This design comes from an exercise in tuning for a short achievable clock period and few clock cycles per item on the open sky130 flow, not from production work.
Function was checked by simulation only, so behaviour that the tests miss may differ from the original.
Power is estimated from default activity; no workload was simulated.

== build 25 ==
Design a25_wishbone_master, start of the top module:
module a25_wishbone_master
#(
    parameter int unsigned TIMEOUT_CYCLES = 256
) (
    input  logic         i_clk,
    input  logic         i_rst,
    input  logic         i_p0_valid,
    output logic         o_p0_accepted,
    input  logic         i_p0_write,
    input  logic [127:0] i_p0_wdata,
    input  logic [15:0]  i_p0_be,
    input  logic [31:0]  i_p0_addr,
    output logic [127:0] o_p0_rdata,
    output logic         o_p0_rdata_valid,
    input  logic         i_p1_valid,
    output logic         o_p1_accepted,
    input  logic         i_p1_write,
    input  logic [127:0] i_p1_wdata,
    input  logic [15:0]  i_p1_be,
    input  logic [31:0]  i_p1_addr,
    output logic [127:0] o_p1_rdata,
    output logic         o_p1_rdata_valid,
    input  logic         i_p2_valid,
    output logic         o_p2_accepted,
    input  logic         i_p2_write,
    input  logic [127:0] i_p2_wdata,
    input  logic [15:0]  i_p2_be,
    input  logic [31:0]  i_p2_addr,
    output logic [127:0] o_p2_rdata,
    output logic         o_p2_rdata_valid,
    output logic [31:0]  o_wb_adr,
    output logic [3:0]   o_wb_sel,
    output logic         o_wb_we,
    output logic [31:0]  o_wb_dat,
    input  logic [31:0]  i_wb_dat,
    output logic         o_wb_cyc,
    output logic         o_wb_stb,
    input  logic         i_wb_ack,
    input  logic         i_wb_err,
    output logic         o_bus_error
);
Size: about 4500 cells after synthesis, about 1000 flip-flops, about 1000 I/O pins.
clock: 5.0 ns
lec_check: 0
abc_clock_period_in_ps: 2200
cap_margin: 20
core_margin: 2
core_utilization: 50
setup_slack_margin: 2.6
slew_margin: 20
synth_hierarchical: 1
synth_minimum_keep_size: 0
tns_end_percent: 100
standard.sh (not shown) runs the stock make flow with config.mk's settings and CLKGATE_MAP_FILE= SYNTH_SCRIPT=/design/flow/synth_recipe.tcl, a recipe that flattens the netlist after the stock synthesis.
==> flow/flow/run.sh <==
#!/bin/bash
# The standard layout (standard.sh), with three ORFS settings changed:
#  - port buffers are sky130_fd_sc_hd__buf_4 rather than the delay buffer
#    buffer_ports picks by default;
#  - the resizer may swap a cell for one of another footprint
#    (MATCH_CELL_FOOTPRINT=0), so those buffers and the gates can be sized
#    for timing before routing;
#  - the pin placer keeps the valid inputs and accept outputs together
#    (flow/io.tcl, run just before place_pins).
# Everything else, synthesis included, is the standard flow.
set -o pipefail
cp standard.sh standard.sh.txt
bash standard.sh MATCH_CELL_FOOTPRINT=0 "BUFFER_PORTS_ARGS=-buffer_cell sky130_fd_sc_hd__buf_4" "PRE_IO_PLACEMENT_TCL=$PWD/flow/io.tcl" finish > standard.log 2>&1
==> flow/flow/io.tcl <==
# Keep the request-valid inputs and the accept outputs next to each other on
# the die's edge: each accept output is a gate of the three valid inputs.
set_io_pin_constraint -group -order -pin_names {i_p2_valid i_p1_valid i_p0_valid o_p0_accepted o_p1_accepted o_p2_accepted}
Build 25: flow completed, timing, DRC and antenna clean
Testbench counts of build 25, summed over its fixed seeds: cycles 28,069, requests 5,120.
Here is what was changed in the inputs of build 5 compared with build 25.
- SETUP_SLACK_MARGIN: 2.6 -> 2.8
==> flow/flow/run.sh <==
#!/bin/bash
# The standard layout (standard.sh), with two ORFS settings changed:
#  - port buffers are sky130_fd_sc_hd__buf_4 rather than the delay buffer
#    buffer_ports picks by default;
#  - the resizer may swap a cell for one of another footprint
#    (MATCH_CELL_FOOTPRINT=0), so those buffers and the gates can be sized
#    for timing before routing.
# Everything else, synthesis included, is the standard flow.
set -o pipefail
cp standard.sh standard.sh.txt
bash standard.sh MATCH_CELL_FOOTPRINT=0 "BUFFER_PORTS_ARGS=-buffer_cell sky130_fd_sc_hd__buf_4" finish > standard.log 2>&1
removed: flow/flow/io.tcl
## What came out
Build 5 finished every step from synthesis to the final layout, and the layout passed the timing, design-rule and antenna checks. The fmax of build 5 and that of build 25 are within noise of each other. Build 5 vs. build 25: total inserted antenna cells rose 3, power drawn by the clock network rose about 5%, number of iterations in the first detailed-routing pass fell 2, routed length on met3 rose about 10%. Of build 5 and build 25, the lower end-of-flow core utilization belongs to build 25. Summary of build 5 over build 25: global-route wire length before repair rose about 6%, smallest setup slack after layout went up 0.0071 ns, combinational cell fraction of total power went up, layout-stage area growth over the synthesis result picked up an extra 14 points.
Inputs modified between build 5 and build 68:
- changing SETUP_SLACK_MARGIN from 2.8 to 2.6
Notes after the runs:
[build 68] worst-case register-to-register setup slack rose 0.08 ns relative to build 5
In build 68 the post-layout total power turned out 5.1 mW lower than in build 5.
Build 5 reports its capturing instance or port of the critical path as o_p1_accepted while build 68 reports o_p0_accepted.
Summary of build 68 over build 5: final routed wirelength across all metal layers saw a decrease; share of the clock period used by the worst path after layout held steady; wire length on met1 -2600 um; first-iteration DRC count increased 164.
Insertion delay to the later sink of the worst-skew pair essentially unchanged between build 68 and build 5.
Of the two values seen for path class of the lowest-slack min-delay path, input port to asynchronous set/reset pin was produced by build 5 and flip-flop to flip-flop by build 68.
Against build 5, build 68 comes in 0.0041 ns lower on worst setup slack.
Relative to build 5, the proportion of power drawn by the clock network of build 68 is higher by 0.9 points.
Signed area change from the synthesized netlist to the final layout came out lower on build 68 than on build 5.

---

Another version of the RTL of a25_wishbone_master (not shown whole).
Size: about 4,500 cells after synthesis, roughly 1,000 flip-flops, about 1,000 I/O pins.
==> flow/config.mk <==
export PLATFORM = sky130hd
export DESIGN_NAME = a25_wishbone_master
export DESIGN_NICKNAME = a25_wishbone_master
export VERILOG_FILES = /design/flow/design.v
export SDC_FILE = /design/flow/constraint.sdc
export NUM_CORES = 4
export LEC_CHECK = 0
export ABC_CLOCK_PERIOD_IN_PS = 2200
export CAP_MARGIN = 20
export CORE_MARGIN = 2
export CORE_UTILIZATION = 60
export PLACE_DENSITY = 0.7
export SETUP_SLACK_MARGIN = 2.6
export SLEW_MARGIN = 20
export SYNTH_HIERARCHICAL = 1
export SYNTH_MINIMUM_KEEP_SIZE = 0
export TNS_END_PERCENT = 100
==> flow/constraint.sdc <==
create_clock -name core_clock -period 5.0 [get_ports {i_clk}]
set_input_delay 1.0000 -clock core_clock [delete_from_list [all_inputs] [get_ports {i_clk}]]
set_output_delay 1.0000 -clock core_clock [all_outputs]
set_load 0.01 [all_outputs]
==> flow/flow/run.sh <==
#!/bin/bash
# The standard layout (standard.sh), with two ORFS settings changed:
#  - port buffers are sky130_fd_sc_hd__buf_4 rather than the delay buffer
#    buffer_ports picks by default;
#  - the resizer may swap a cell for one of another footprint
#    (MATCH_CELL_FOOTPRINT=0), so those buffers and the gates can be sized
#    for timing before routing.
# Everything else, synthesis included, is the standard flow.
set -o pipefail
cp standard.sh standard.sh.txt
bash standard.sh MATCH_CELL_FOOTPRINT=0 "BUFFER_PORTS_ARGS=-buffer_cell sky130_fd_sc_hd__buf_4" finish > standard.log 2>&1
Testbench counts at the start, summed over its fixed seeds: cycles 28,076, requests 5,120.
Next try:
- CORE_UTILIZATION: 60 -> 50
- PLACE_DENSITY: 0.7 -> default
Effect: The changed run produced a clean layout; maximum frequency rose slightly; routed wire length falls by a few percent; die area goes up by about a fifth; clock power went up slightly; worst setup slack improves by 0.025 ns; hold slack gets worse by 0.11 ns; via count goes down by a few percent; non-clock buffer count is lower by 6; cell count went up by a few percent.
Next try:
- SETUP_SLACK_MARGIN: 2.6 -> 2.8
=>
- The new run ran to the end with no violations
- wire length rose by 5.0%
- via count rose by 4.8%
- total power rises by 9.4%
- area after synthesis does not change
- global-route usage increases by 1.3 points
- count of clock-buffer cells in the layout climbs by 9
- critical path depth goes down by 1
- sequential cell count is unchanged

---

a25_wishbone_master, a different RTL version from the one above (not shown whole).
Size: roughly 1000 flip-flops.
## a25_wishbone_master
module a25_wishbone_master
#(
    parameter int unsigned TIMEOUT_CYCLES = 256
) (
    input  logic         i_clk,
    input  logic         i_rst,
    input  logic         i_p0_valid,
    output logic         o_p0_accepted,
    input  logic         i_p0_write,
    input  logic [127:0] i_p0_wdata,
    input  logic [15:0]  i_p0_be,
    input  logic [31:0]  i_p0_addr,
    output logic [127:0] o_p0_rdata,
    output logic         o_p0_rdata_valid,
    input  logic         i_p1_valid,
    output logic         o_p1_accepted,
    input  logic         i_p1_write,
    input  logic [127:0] i_p1_wdata,
    input  logic [15:0]  i_p1_be,
    input  logic [31:0]  i_p1_addr,
    output logic [127:0] o_p1_rdata,
    output logic         o_p1_rdata_valid,
    input  logic         i_p2_valid,
    output logic         o_p2_accepted,
    input  logic         i_p2_write,
    input  logic [127:0] i_p2_wdata,
    input  logic [15:0]  i_p2_be,
    input  logic [31:0]  i_p2_addr,
    output logic [127:0] o_p2_rdata,
    output logic         o_p2_rdata_valid,
    output logic [31:0]  o_wb_adr,
    output logic [3:0]   o_wb_sel,
    output logic         o_wb_we,
    output logic [31:0]  o_wb_dat,
    input  logic [31:0]  i_wb_dat,
    output logic         o_wb_cyc,
    output logic         o_wb_stb,
    input  logic         i_wb_ack,
    input  logic         i_wb_err,
    output logic         o_bus_error
);
==> flow/config.mk <==
export PLATFORM = sky130hd
export DESIGN_NAME = a25_wishbone_master
export DESIGN_NICKNAME = a25_wishbone_master
export VERILOG_FILES = /design/flow/design.v
export SDC_FILE = /design/flow/constraint.sdc
export NUM_CORES = 4
export LEC_CHECK = 0
export ABC_CLOCK_PERIOD_IN_PS = 2200
export CAP_MARGIN = 20
export CORE_MARGIN = 2
export CORE_UTILIZATION = 50
export SETUP_SLACK_MARGIN = 2.6
export SLEW_MARGIN = 20
export SYNTH_HIERARCHICAL = 1
export SYNTH_MINIMUM_KEEP_SIZE = 0
export TNS_END_PERCENT = 100
==> flow/constraint.sdc <==
create_clock -name core_clock -period 5.0 [get_ports {i_clk}]
set_input_delay 1.0000 -clock core_clock [delete_from_list [all_inputs] [get_ports {i_clk}]]
set_output_delay 1.0000 -clock core_clock [all_outputs]
set_load 0.01 [all_outputs]
Scripts as last shown in full above: flow/flow/run.sh
The starting point ran to the end with no violations.
Testbench counts at the start, summed over its fixed seeds: cycles 28,076, requests 5,120.
Edit:
==> flow/flow/run.sh (replaced) <==
#!/bin/bash
set -o pipefail
export BUFFER_PORTS_ARGS="-buffer_cell sky130_fd_sc_hd__buf_4"
cp standard.sh standard.sh.txt
bash standard.sh finish > standard.log 2>&1
- TNS_END_PERCENT: 100 -> 5
The changed run completed with no timing, DRC or antenna violations.
Final area decreases by about 1.4%.
Sequential share of layout area rose by 0.62 points.
Combinational power went down by about 6%.
Die area does not change.
Clock-buffer cell count decreases by 20.
Core utilization fell by 0.89 points.
Routed wire length fell by about 3.3%.
Via count goes down by 1.8%.
Flip-flop and latch count does not change.
Worst hold slack got worse by 0.018 ns.

[static timing again, ports no longer ideal]
Ports are ideal in the flow. The routed layouts listed here were re-timed in OpenROAD.
Step 1: set_driving_cell puts a clkbuf_16 on i_clk and a buf_2 on each other input, an assumption about the parent block.
Step 2, shift: input delay + t, output delay - t, t = (earliest + latest rising clock arrival at the registers) / 2. This alone moves slack from input paths to output paths.
Slacks: ideal ports / drivers / drivers and shift; pairs: ideal ports / drivers.
| run | t, ns | setup slack, ns | worst setup path after step 2 |
|---|---|---|---|
| build 25 | 0.762 | 2.448 / 2.220 / 1.793 | input to register |
| build 5 | 0.764 | 2.455 / 2.172 / 1.665 | input to register |
| build 68 | 0.752 | 2.451 / 2.233 / 1.688 | input to register |
| the first run of note 2 | 0.748 | 2.411 / 2.225 / 1.515 | input to register |
| the second run of note 2 | 0.774 | 2.436 / 2.232 / 1.746 | input to register |
| the third run of note 2 | 0.782 | 2.429 / 2.256 / 1.805 | input to register |
| the first run of note 3 | 0.766 | 2.381 / 2.203 / 1.596 | input to register |
| the second run of note 3 | 0.762 | 2.388 / 2.277 / 1.525 | input to register |
After both steps every run listed still meets setup and hold. The setup slack of the first run of note 2, which loses most, moves by -0.186 ns with the drivers and by -0.896 ns with both steps.
